Context: an optimization exercise on an open-source flow, tuned for small area, a short achievable clock period and few clock cycles per item. The choices shown serve that exercise and are no tape-out recipe.
Where RTL was checked, it was by simulation tests only, not by an equivalence proof against the original.

==> try-cedar <==
Design iir_direct_form_two_filter, start of the top module:
module iir_direct_form_two_filter (
    input  logic                                   aclk,
    input  logic                                   aresetn,
    input  logic                                   s_valid,
    output logic                                   s_ready,
    input  logic signed [iirdf2_pkg::SAMPLE_W-1:0] s_sample_in,
    output logic                                   m_valid,
    input  logic                                   m_ready,
    output logic signed [iirdf2_pkg::SAMPLE_W-1:0] m_sample_out,
    output logic                                   m_clipped,
    input  logic                                   cfg_wr_en,
    input  logic [iirdf2_pkg::REG_IDX_W-1:0]       cfg_index,
    input  logic [iirdf2_pkg::COEF_W-1:0]          cfg_data
);
==> module iir_direct_form_two_filter, before the edit <==
module iir_direct_form_two_filter (
    input  logic                                   aclk,
    input  logic                                   aresetn,
    input  logic                                   s_valid,
    output logic                                   s_ready,
    input  logic signed [iirdf2_pkg::SAMPLE_W-1:0] s_sample_in,
    output logic                                   m_valid,
    input  logic                                   m_ready,
    output logic signed [iirdf2_pkg::SAMPLE_W-1:0] m_sample_out,
    output logic                                   m_clipped,
    input  logic                                   cfg_wr_en,
    input  logic [iirdf2_pkg::REG_IDX_W-1:0]       cfg_index,
    input  logic [iirdf2_pkg::COEF_W-1:0]          cfg_data
);
    localparam int EW  = iirdf2_pkg::ENC_W;
    localparam int SW  = iirdf2_pkg::STATE_W;
    localparam int WW  = iirdf2_pkg::WSUM_W;
    localparam int YW  = iirdf2_pkg::YSUM_W;
    localparam int XW  = iirdf2_pkg::SAMPLE_W;
    logic [EW-1:0] b0e, b1e, b2e, b3e, a1e, a2e, a3e;
    logic [SW-1:0] d1, d2, d3;
    logic [SW-1:0] d1n;       
    logic          vb, vc, m_valid_reg;
    logic [WW-1:0] pa_b, pb_b;
    logic [YW-1:0] ra_b, rb_b, qa_c, qb_c;
    logic          whit_c;
    logic [XW-1:0] y_reg;
    logic          clip_reg;
    logic          adv;
    logic [SW-1:0] s2, s3;
    logic [WW-1:0] pa_next, pb_next, wa, wb;
    logic [YW-1:0] ra_next, rb_next, qa_next, qb_next, ya, yb;
    logic [SW-1:0] w_sat;
    logic          w_hit, y_hit;
    logic [XW-1:0] y_sat;
    assign adv     = !m_valid_reg || m_ready;
    assign s_ready = adv;
    always_ff @(posedge aclk) begin
        if (!aresetn) begin
            b0e <= iirdf2_pkg::ENC_B_ONE;
            b1e <= iirdf2_pkg::ENC_B_ZERO;
            b2e <= iirdf2_pkg::ENC_B_ZERO;
            b3e <= iirdf2_pkg::ENC_B_ZERO;
            a1e <= iirdf2_pkg::ENC_A_ZERO;
            a2e <= iirdf2_pkg::ENC_A_ZERO;
            a3e <= iirdf2_pkg::ENC_A_ZERO;
        end else if (cfg_wr_en) begin
            case (cfg_index)
                3'd0: b0e <= iirdf2_pkg::booth_enc(cfg_data, 1'b0);
                3'd1: b1e <= iirdf2_pkg::booth_enc(cfg_data, 1'b0);
                3'd2: b2e <= iirdf2_pkg::booth_enc(cfg_data, 1'b0);
                3'd3: b3e <= iirdf2_pkg::booth_enc(cfg_data, 1'b0);
                3'd4: a1e <= iirdf2_pkg::booth_enc(cfg_data, 1'b1);
                3'd5: a2e <= iirdf2_pkg::booth_enc(cfg_data, 1'b1);
                3'd6: a3e <= iirdf2_pkg::booth_enc(cfg_data, 1'b1);
                default: ;
            endcase
        end
    end
    assign s2 = vb ? d1 : d2;
    assign s3 = vb ? d2 : d3;
    iirdf2_sum_p u_p (.a1e(a1e), .a2e(a2e), .a3e(a3e), .s2(s2), .s3(s3), .x(s_sample_in),
                      .sa(pa_next), .sb(pb_next));
    iirdf2_sum_r u_r (.b1e(b1e), .b2e(b2e), .b3e(b3e), .s2(s2), .s3(s3),
                      .sa(ra_next), .sb(rb_next));
    iirdf2_sum_w u_w (.a1e(a1e), .d1n(d1n), .pa(pa_b), .pb(pb_b), .sa(wa), .sb(wb));
    iirdf2_sum_q u_q (.b0e(b0e), .b1e(b1e), .d1(d1), .ra(ra_b), .rb(rb_b), .sa(qa_next), .sb(qb_next));
    iirdf2_sat #(.IN_W(WW), .OUT_W(SW)) u_wsat (.sa(wa), .sb(wb), .q(w_sat), .hit(w_hit));
    iirdf2_sum_y u_y (.b0e(b0e), .d1(d1), .qa(qa_c), .qb(qb_c), .sa(ya), .sb(yb));
    iirdf2_sat #(.IN_W(YW), .OUT_W(XW)) u_ysat (.sa(ya), .sb(yb), .q(y_sat), .hit(y_hit));
    always_ff @(posedge aclk) begin
        if (!aresetn) begin
            vb          <= 1'b0;
            vc          <= 1'b0;
            m_valid_reg <= 1'b0;
        end else if (adv) begin
            vb          <= s_valid;
            vc          <= vb;
            m_valid_reg <= vc;
        end
    end
    always_ff @(posedge aclk) begin
        if (!aresetn) begin
            d1  <= '0;
            d1n <= '1;
            d2  <= '0;
            d3  <= '0;
        end else if (adv && vb) begin
            d1  <= w_sat;
            d1n <= ~w_sat;
            d2 <= d1;
            d3 <= d2;
        end
    end
    always_ff @(posedge aclk) begin
        if (adv) begin
            pa_b   <= pa_next;
            pb_b   <= pb_next;
            ra_b   <= ra_next;
            rb_b   <= rb_next;
            qa_c   <= qa_next;
            qb_c   <= qb_next;
            whit_c <= w_hit;
            if (vc) begin
                y_reg    <= y_sat;
                clip_reg <= whit_c | y_hit;
            end
        end
    end
    assign m_valid      = m_valid_reg;
    assign m_sample_out = y_reg;
    assign m_clipped    = clip_reg;
endmodule
==> flow/config.mk <==
export PLATFORM = sky130hd
export DESIGN_NAME = iir_direct_form_two_filter
export DESIGN_NICKNAME = iir_direct_form_two_filter
export VERILOG_FILES = /design/flow/design.v
export SDC_FILE = /design/flow/constraint.sdc
export NUM_CORES = 4
export LEC_CHECK = 0
export ABC_AREA = 1
export CAP_MARGIN = 20
export CELL_PAD_IN_SITES_DETAIL_PLACEMENT = 1
export CORE_MARGIN = 2
export CORE_UTILIZATION = 40
export PLACE_DENSITY = 0.5
export SETUP_SLACK_MARGIN = 2.5
export SLEW_MARGIN = 20
==> flow/constraint.sdc <==
create_clock -name core_clock -period 9.0 [get_ports {aclk}]
set_input_delay 1.8000 -clock core_clock [delete_from_list [all_inputs] [get_ports {aclk}]]
set_output_delay 1.8000 -clock core_clock [all_outputs]
set_load 0.01 [all_outputs]
run.sh (not shown) runs the stock make flow with config.mk's settings and CLKGATE_MAP_FILE= SYNTH_SCRIPT=/design/flow/synth_recipe.tcl, a recipe that flattens the netlist after the stock synthesis.
==> inputs of try-garnet, as changes to try-cedar <==
--- a/flow/design.v
+++ b/flow/design.v
@@ -4923,6 +4923,7 @@
     logic [EW-1:0] b0e, b1e, b2e, b3e, a1e, a2e, a3e;
     logic [SW-1:0] d1, d2, d3;
     logic [SW-1:0] d1n;       
+    logic [SW-1:0] d1y;       
     logic          vb, vc, m_valid_reg;
     logic [WW-1:0] pa_b, pb_b;
     logic [YW-1:0] ra_b, rb_b, qa_c, qb_c;
@@ -4969,7 +4970,7 @@
     iirdf2_sum_w u_w (.a1e(a1e), .d1n(d1n), .pa(pa_b), .pb(pb_b), .sa(wa), .sb(wb));
     iirdf2_sum_q u_q (.b0e(b0e), .b1e(b1e), .d1(d1), .ra(ra_b), .rb(rb_b), .sa(qa_next), .sb(qb_next));
     iirdf2_sat #(.IN_W(WW), .OUT_W(SW)) u_wsat (.sa(wa), .sb(wb), .q(w_sat), .hit(w_hit));
-    iirdf2_sum_y u_y (.b0e(b0e), .d1(d1), .qa(qa_c), .qb(qb_c), .sa(ya), .sb(yb));
+    iirdf2_sum_y u_y (.b0e(b0e), .d1(d1y), .qa(qa_c), .qb(qb_c), .sa(ya), .sb(yb));
     iirdf2_sat #(.IN_W(YW), .OUT_W(XW)) u_ysat (.sa(ya), .sb(yb), .q(y_sat), .hit(y_hit));
     always_ff @(posedge aclk) begin
         if (!aresetn) begin
@@ -4996,6 +4997,11 @@
         end
     end
     always_ff @(posedge aclk) begin
+        if (adv && vb) begin
+            d1y <= w_sat;
+        end
+    end
+    always_ff @(posedge aclk) begin
         if (adv) begin
             pa_b   <= pa_next;
             pb_b   <= pb_next;
Settings changed: SETUP_SLACK_MARGIN 2.5 to 3.2.
==> notes <==
try-cedar completed without violations. try-garnet finished with timing, DRC and antenna clean. Of try-cedar and try-garnet, try-garnet has the higher via count (gap 1.8%, measured against try-garnet). Of try-garnet and try-cedar, try-garnet has the higher cell count (gap about 1.4%, measured against try-cedar). Of try-cedar and try-garnet, try-garnet has the higher count of clock-buffer cells in the layout (gap 1). Against try-cedar, the final area of try-garnet is larger by 5.2%. Of try-garnet and try-cedar, try-garnet has the higher clock skew (gap 13 ps). Between try-garnet and try-cedar, the lower global-route usage is in try-cedar (gap 1.0 points). Against try-garnet, the non-clock buffer count of try-cedar is lower by 154.
==> figures <==
metric                                                                try-garnet       try-cedar
Bufs w/o clock                                                               578             424
Inserted Clock Buffers                                                        77              74
Largest fanout on the critical path                                            8              32
FF-to-FF End                                                           y_reg[11]        pb_b[27]
Vias per cell                                                               6.12            6.09
Arr. time, crit path                                                     6200 ps         6900 ps
Number of standard-cell rows in the floorplan                                172             171
Effective utilization at floorplan                                         0.402           0.403
Non-filler instance count after layout                                     12565           12396
Reg area                                                              0.0148 mm2      0.0140 mm2
Die Wd                                                                    473 um          472 um
Cell type with the highest occurrence count on the critical path         nand3_2            fa_1
Multi-input combinational cell area                                   0.0658 mm2      0.0640 mm2
Amount of wire on met3 after detailed routing                           46100 um        43500 um
Area inside the core boundary                                          0.219 mm2       0.217 mm2
Count of buffer and inverter cells on the critical path                        7               6
Met2 wirelength from detailed routing                                  174000 um       168000 um
Slew at the pin closest to its max-slew limit                            1240 ps         1200 ps
Met3 global-route usage                                                   0.0984          0.0889
Status                                                            finished clean  finished clean
Testbench counts of try-garnet, summed over its fixed seeds: cycles 3,224, samples 3,200.
Function not checked in try-cedar: the RTL went through the layout flow alone.

-- what the ideal ports hide --
The results above use ideal ports. As a check the final layouts listed here were re-extracted and re-timed, cells and wires unchanged.
Step 1: set_driving_cell puts a clkbuf_16 on aclk and a buf_2 on each other input, an assumption about the parent block.
Step 2 adds t to the input delays and takes it off the output delays; t is the mean of the earliest and latest rising clock arrival at the registers after step 1. Input paths then give back, and output paths get back, about the clock's delay inside the block.
Three values: ideal, step 1, step 2; two values: the first two.
run | t, ns | setup WS [ns] | latest minus earliest clock arrival (ns) | pins driven straight from the clock port
try-cedar | 0.803 | 2.560 / 2.560 / 2.560 | 0.054 / 0.054 | 1
try-garnet | 0.780 | 3.218 / 3.218 / 3.218 | 0.087 / 0.086 | 1
After both steps every run listed still meets setup and hold.
